What follows belongs to an exercise in optimizing a design on an open flow for small area, a short achievable clock period and few clock cycles; a production flow would make more cautious choices.
Function was checked by simulation only, so behaviour that the tests miss may differ from the original.

==> flow/design.v, too long to show whole: its modules and the start of the top module <==
// module credit_fifo: 53 lines
// module kernel_store: 45 lines
// module conv1d_relu: 146 lines
// module cnn_dot3p: 928 lines
// module cnn_dot3n: 954 lines
// module cnn_fa: 10 lines
// module cnn_ha: 9 lines
// module max_pool_pair: 38 lines
// module cnn_layer_top: 79 lines
module cnn_layer_top
(
    input  wire logic          clk,
    input  wire logic          rst_n,
    input  wire logic          i_sample_valid,
    input  wire cnn_pkg::sample_t       i_sample,
    input  wire logic          i_sample_last,
    output logic               o_sample_credit,
    input  wire logic          i_load_weights,
    input  wire cnn_pkg::weights_flat_t i_weights,
    input  wire logic          i_load_biases,
    input  wire cnn_pkg::biases_flat_t  i_biases,
    output logic               o_feat_valid,
    output cnn_pkg::feature_vec_t       o_feat,
    output logic               o_feat_last,
    input  wire logic          i_feat_credit
);
  // ...
==> flow/flow/run.sh <==
#!/bin/bash
set -euo pipefail
export BUFFER_PORTS_ARGS="-buffer_cell sky130_fd_sc_hd__buf_2"
export SETUP_SLACK_MARGIN=7.6
bash standard.sh > standard.log 2>&1
==> flow/standard.sh <==
#!/bin/bash
# synth_recipe.tcl (not shown) runs the flow's synth.tcl, then flattens the netlist and writes it again
# the make line also repeats each setting of config.mk as NAME=value (left out here)
make -C /OpenROAD-flow-scripts/flow DESIGN_CONFIG=/design/flow/config.mk WORK_HOME=/design/flow/orfs CLKGATE_MAP_FILE= SYNTH_SCRIPT=/design/flow/synth_recipe.tcl "${@:-finish}"
==> flow/config.mk <==
export PLATFORM = sky130hd
export DESIGN_NAME = cnn_layer_top
export DESIGN_NICKNAME = cnn_layer_top
export VERILOG_FILES = /design/flow/design.v
export SDC_FILE = /design/flow/constraint.sdc
export NUM_CORES = 4
export LEC_CHECK = 0
export CAP_MARGIN = 20
export CORE_MARGIN = 2
export CORE_UTILIZATION = 65
export CTS_CLUSTER_DIAMETER = 100
export CTS_CLUSTER_SIZE = 22
export SLEW_MARGIN = 20
export SYNTH_HIERARCHICAL = 1
export SYNTH_MINIMUM_KEEP_SIZE = 0
==> flow/constraint.sdc <==
create_clock -name core_clock -period 11.0 [get_ports {clk}]
set_input_delay 2.2000 -clock core_clock [delete_from_list [all_inputs] [get_ports {clk}]]
set_output_delay 2.2000 -clock core_clock [all_outputs]
set_load 0.01 [all_outputs]
==> summary.txt, run 1 <==
Relative slew margins=0.332; Tmin final=3440 ps; register bit count reported by yosys=1089; Signal inverters=369; Slew Limit Fails=0; Largest register FFs=192; largest family of logic cells by synthesized area=adder cells; Tightest Pin Transition=1000 ps; clock buffer depth=3; GPL Wtd Cong=0.918; Compound-Gate Fraction of Synth Area=0.0369; Final Cycle Share=0.312; clock slew at reported path FFs=100 ps; CTS hold repair buffers=0; gr busiest metal=met2; total CTS buffers=57; cell depth of the worst setup path=9; outcome=no timing/DRC/antenna violations; worst r2r src=u_conv.xn0[0]$_DFF_P_; crit path DAT=4020 ps; starting density of the core=0.654; nets@finish=8330; hpwl dp=142 mm; most common cell after layout, fill and taps aside=fa_1; Ant. Diodes=5; FMAX=291 MHz; drt drc=0; DIE HEIGHT=340 um; met1 Use GR=0.479
Testbench counts, summed over its fixed seeds: cycles 7,977.
==> run 2, diff against run 1 <==
==> flow/flow/run.sh (replaced) <==
#!/bin/bash
set -euo pipefail
export BUFFER_PORTS_ARGS="-buffer_cell sky130_fd_sc_hd__buf_2"
export SETUP_SLACK_MARGIN=7.5
bash standard.sh > standard.log 2>&1
--- a/flow/config.mk
+++ b/flow/config.mk
@@ -7,9 +7,9 @@
 export LEC_CHECK = 0
 export CAP_MARGIN = 20
 export CORE_MARGIN = 2
-export CORE_UTILIZATION = 65
-export CTS_CLUSTER_DIAMETER = 100
-export CTS_CLUSTER_SIZE = 22
+export CORE_UTILIZATION = 55
+export CTS_CLUSTER_DIAMETER = 110
+export CTS_CLUSTER_SIZE = 26
 export SLEW_MARGIN = 20
 export SYNTH_HIERARCHICAL = 1
 export SYNTH_MINIMUM_KEEP_SIZE = 0
==> summary.txt, run 2 <==
FMAX=286 MHz (was 291 MHz); synthesized net count=7994 (unchanged); Vias=46037 (was 47019); die area=137000 um^2 (was 116000 um^2); max-cap violations=0 (unchanged); Largest register FFs=192 (unchanged); Final setup viols=0 (unchanged); GPL Wtd Cong=0.889 (was 0.918); IO Pins=338 (unchanged); Reg area=25500 um^2 (about the same); cells on worst reg2reg path=13 (was 9); Final Cycle Share=0.318 (was 0.312); starting density of the core=0.553 (was 0.654); Tmin final=3500 ps (was 3440 ps); Top reg by flops=u_kernel_store.o_weights (unchanged); vias in the first global route=50620 (was 50804); hpwl dp=144 mm (was 142 mm); CP Capture Type=register (unchanged); Relative slew margins=0.343 (was 0.332); Synth area leaders=fa_1 (37%), dfxtp_1 (19%), edfxtp_1 (13%), ha_1 (5.8%), nor2_1 (4.9%) (unchanged); CTS tree=built (unchanged); initial antenna violation count=12 (was 7); PortBufs=337 (unchanged); crit path DAT=4010 ps (was 4020 ps); DIE HEIGHT=369 um (was 340 um); most common cell after layout, fill and taps aside=fa_1 (unchanged); Rows=134 (was 123); Root Buffer=clkbuf_16 (unchanged); Slew Limit Fails=0 (unchanged); commonest non-fill, non-tap cells in the layout=fa_1 (1356), nor2_1 (954), nand2_1 (806) (was fa_1 (1354), nor2_1 (952), nand2_1 (805)); nets@finish=8271 (was 8330); Worst Hold Depth=0 (unchanged); synth cell count leaders=fa_1 (1365), nor2_1 (960), nand2_1 (806), dfxtp_1 (695), inv_1 (369) (unchanged); Worst Hold Slack=336 ps (was 333 ps); drt drc=0 (unchanged); area growth from synthesis to layout=8.20% (was 9.07%); Post-Syn Area=73500 um^2 (unchanged); Final Hold Viols=0 (unchanged); Syn Inst Count=6017 (unchanged); Final ANT Viol Nets=0 (unchanged); largest net degree at the start of global routing=72 (was 67); CTS hold repair buffers=0 (unchanged); top-count cell post-synth=fa_1 (unchanged); Worst Slack Setup Final=7500 ps (was 7560 ps); Core Area=133000 um^2 (was 112000 um^2); clock slew at reported path FFs=110 ps (was 100 ps); total congestion overflow=0 (unchanged); register bit count reported by yosys=1089 (unchanged); clock buffer depth=3 (unchanged); GRT Total Usage=0.298 (was 0.350); Clock Sinks=1089 (unchanged); FFs w/ async S/R, synth=0.0790 (unchanged); number of synthesized flops with an enable pin=308 (unchanged); DRT Pass-1 Iters=5 (was 6); Req. time, crit path=11510 ps (was 11590 ps); total number of yosys warnings=12 (unchanged); Synth top area share=0.372 (unchanged); Avg Synthesized Cell Area=12.2 um^2 (unchanged); Detailed Route Iter0 Violations=3550 (was 4326); Via density=5.68 (was 5.95); DR WL/cell=24.5 um (was 25.5 um); crit path launch type=register (unchanged); type of the most critical hold path=register to register (unchanged); Fin Clk Skew=34.6 ps (was 33.0 ps); WL final=199 mm (was 202 mm); RSZ-0062 raised after global routing=yes (unchanged); outcome=no timing/DRC/antenna violations (unchanged); Clock Latency Late Sink=720 ps (was 730 ps); Synth Flop Type=dfxtp_1 (unchanged); H-tree depth=2 (unchanged); WS Path Type=register to register (unchanged); Setup TNS Final=0 ps (unchanged); share of layout cells above drive strength 1=0.139 (was 0.151); Tightest Pin Transition=985 ps (was 1000 ps); total CTS buffers=50 (was 57); Distinct cells, synth=83 (unchanged); register area share after synthesis=0.345 (unchanged); pre-CTS WS=6810 ps (was 6800 ps); leading area contributor after synthesis=fa_1 (unchanged); critical path fanouts, max=3 (was 10); fill cell count=10942 (was 7977); Die W=369 um (was 340 um); Area after DPL=77000 um^2 (was 76700 um^2); final instance area=79500 um^2 (was 80100 um^2); multi-input logic area=46200 um^2 (about the same); first-pass GRT wire length=304 mm (was 301 mm)
[run 2: per-module statistics from Yosys, one instance, submodules excluded, a selection]
module,flip-flops and latches,area (um^2),cells inside,times used
cnn_dot3n,72,3310,424,4
max_pool_pair,130,5790,425,1
cnn_dot3p,72,3300,429,4
conv1d_relu,81,2280,166,1
kernel_store,257,8770,457,1
cnn_fa,0,20.0,1,1348
cnn_ha,0,12.5,1,96
[run 2: cells by family (layout without fill, tap and decap cells)]
kind of cell | Yosys count | after routing | share of synthesized area
flip-flops | 1089 | 1089 | 0.345
AO/OA/AOI/OAI | 351 | 351 | 0.0369
XOR/XNOR | 113 | 113 | 0.0139
other | 0 | 6 | 0
buffers and inverters | 566 | 882 | 0.0305
multiplexers | 155 | 156 | 0.0266
AND/OR/NAND/NOR | 2037 | 2037 | 0.117
adder cells (fa/ha/maj) | 1706 | 1706 | 0.430
[run 2: what timing repair did]
item | in CTS | in global routing
endpoints found under the hold margin | 0 | 0
cloned | 0 | 3
setup buffers | 7 | 26
pin swaps | 9 | 21
gates resized for setup | 44 | 84
endpoints found under the setup margin | 181 | 95
[run 2: worst paths after layout]
check | slack [ps] | end | from
min | 340 | u_conv.odd_pipe[3]$_DFF_P_ | u_conv.odd_pipe[2]$_DFF_P_
min reg2reg | 340 | u_conv.odd_pipe[3]$_DFF_P_ | u_conv.odd_pipe[2]$_DFF_P_
max in group asynchronous | 8050 | u_kernel_store.o_biases[39]$_DFFE_PN0P_ | rst_n
max | 7500 | u_conv.g_filter[5].g_n.u_dot.big$_DFF_P_ | u_conv.g_filter[5].g_n.u_dot.r1_s491$_DFF_P_
min in group asynchronous | 1480 | u_kernel_store.o_biases[6]$_DFFE_PN0P_ | rst_n
max reg2reg | 7500 | u_conv.g_filter[5].g_n.u_dot.big$_DFF_P_ | u_conv.g_filter[5].g_n.u_dot.r1_s491$_DFF_P_
[run 2: per-layer routing]
metal / vias up / wire length [um] / GRT usage / part of all wire
met5: - / 36 / 0 / 0.00018
met3: 448 / 18400 / 0.0752 / 0.092
met4: 6 / 7320 / 0.0980 / 0.037
met2: 2061 / 92400 / 0.473 / 0.47
li1: 19697 / - / - / -
met1: 23825 / 80600 / 0.405 / 0.41
[run 2: critical path: stages, from the launching register on]
cell and delay (ps):
dfxtp_2 340, fa_1 510, fa_1 510, ha_2 180, inv_1 50, fa_2 380
nand2b_4 170, a21oi_2 130, xnor2_1 110, buf_4 160, nor3_4 150, a31oi_1 80
o32ai_2 260, o2111ai_2 270
[run 2: layout make-up]
type | count | area share
multi-input combinational | 4363 | 0.581
sequential | 1089 | 0.320
timing repair buffer | 421 | 0.0337
tap | 1768 | 0.0278
clock buffer | 81 | 0.0176
inverter | 369 | 0.0174
clock inverter | 11 | 0.00159
antenna | 6 | 0.000189
[run 2: per-stage QoR]
stage | cells | utilization
final | 8108 | 0.598
after global routing | 8102 | 0.598
after CTS | 8073 | 0.592
after detailed placement | 7974 | 0.579
after global placement | 7974 | 0.579
after floorplan | 6017 | -

port drivers added, routing unchanged:
In the flow no input, the clock included, has a driving cell. The finished layouts below were timed again as built, in two steps.
Step 1 (the two cells are an assumption about what drives the block):
set clk [get_ports {clk}]
set_driving_cell -lib_cell sky130_fd_sc_hd__clkbuf_16 $clk
set_driving_cell -lib_cell sky130_fd_sc_hd__buf_2 [delete_from_list [all_inputs] $clk]
Step 2 adds t to the input delays and takes it off the output delays; t is the mean of the earliest and latest rising clock arrival at the registers after step 1. Input paths then give back, and output paths get back, about the clock's delay inside the block.
Slacks: ideal ports / drivers / drivers and shift; pairs: ideal ports / drivers.
| run | t (ns) | setup WS [ns] | latest minus earliest clock arrival (ns) | worst register clock-pin slew, ns | worst data-port slew with drivers (ns) |
|---|---|---|---|---|---|
| run 1 | 0.797 | 7.564 / 7.500 / 6.939 | 0.034 / 0.034 | 0.10 / 0.10 | 0.09 |
| run 2 | 0.780 | 7.504 / 7.501 / 6.907 | 0.039 / 0.039 | 0.11 / 0.11 | 0.11 |
After both steps setup and hold are still met in every run listed. The setup slack of run 1, which loses most, moves by -0.064 ns with the drivers and by -0.625 ns with both steps.
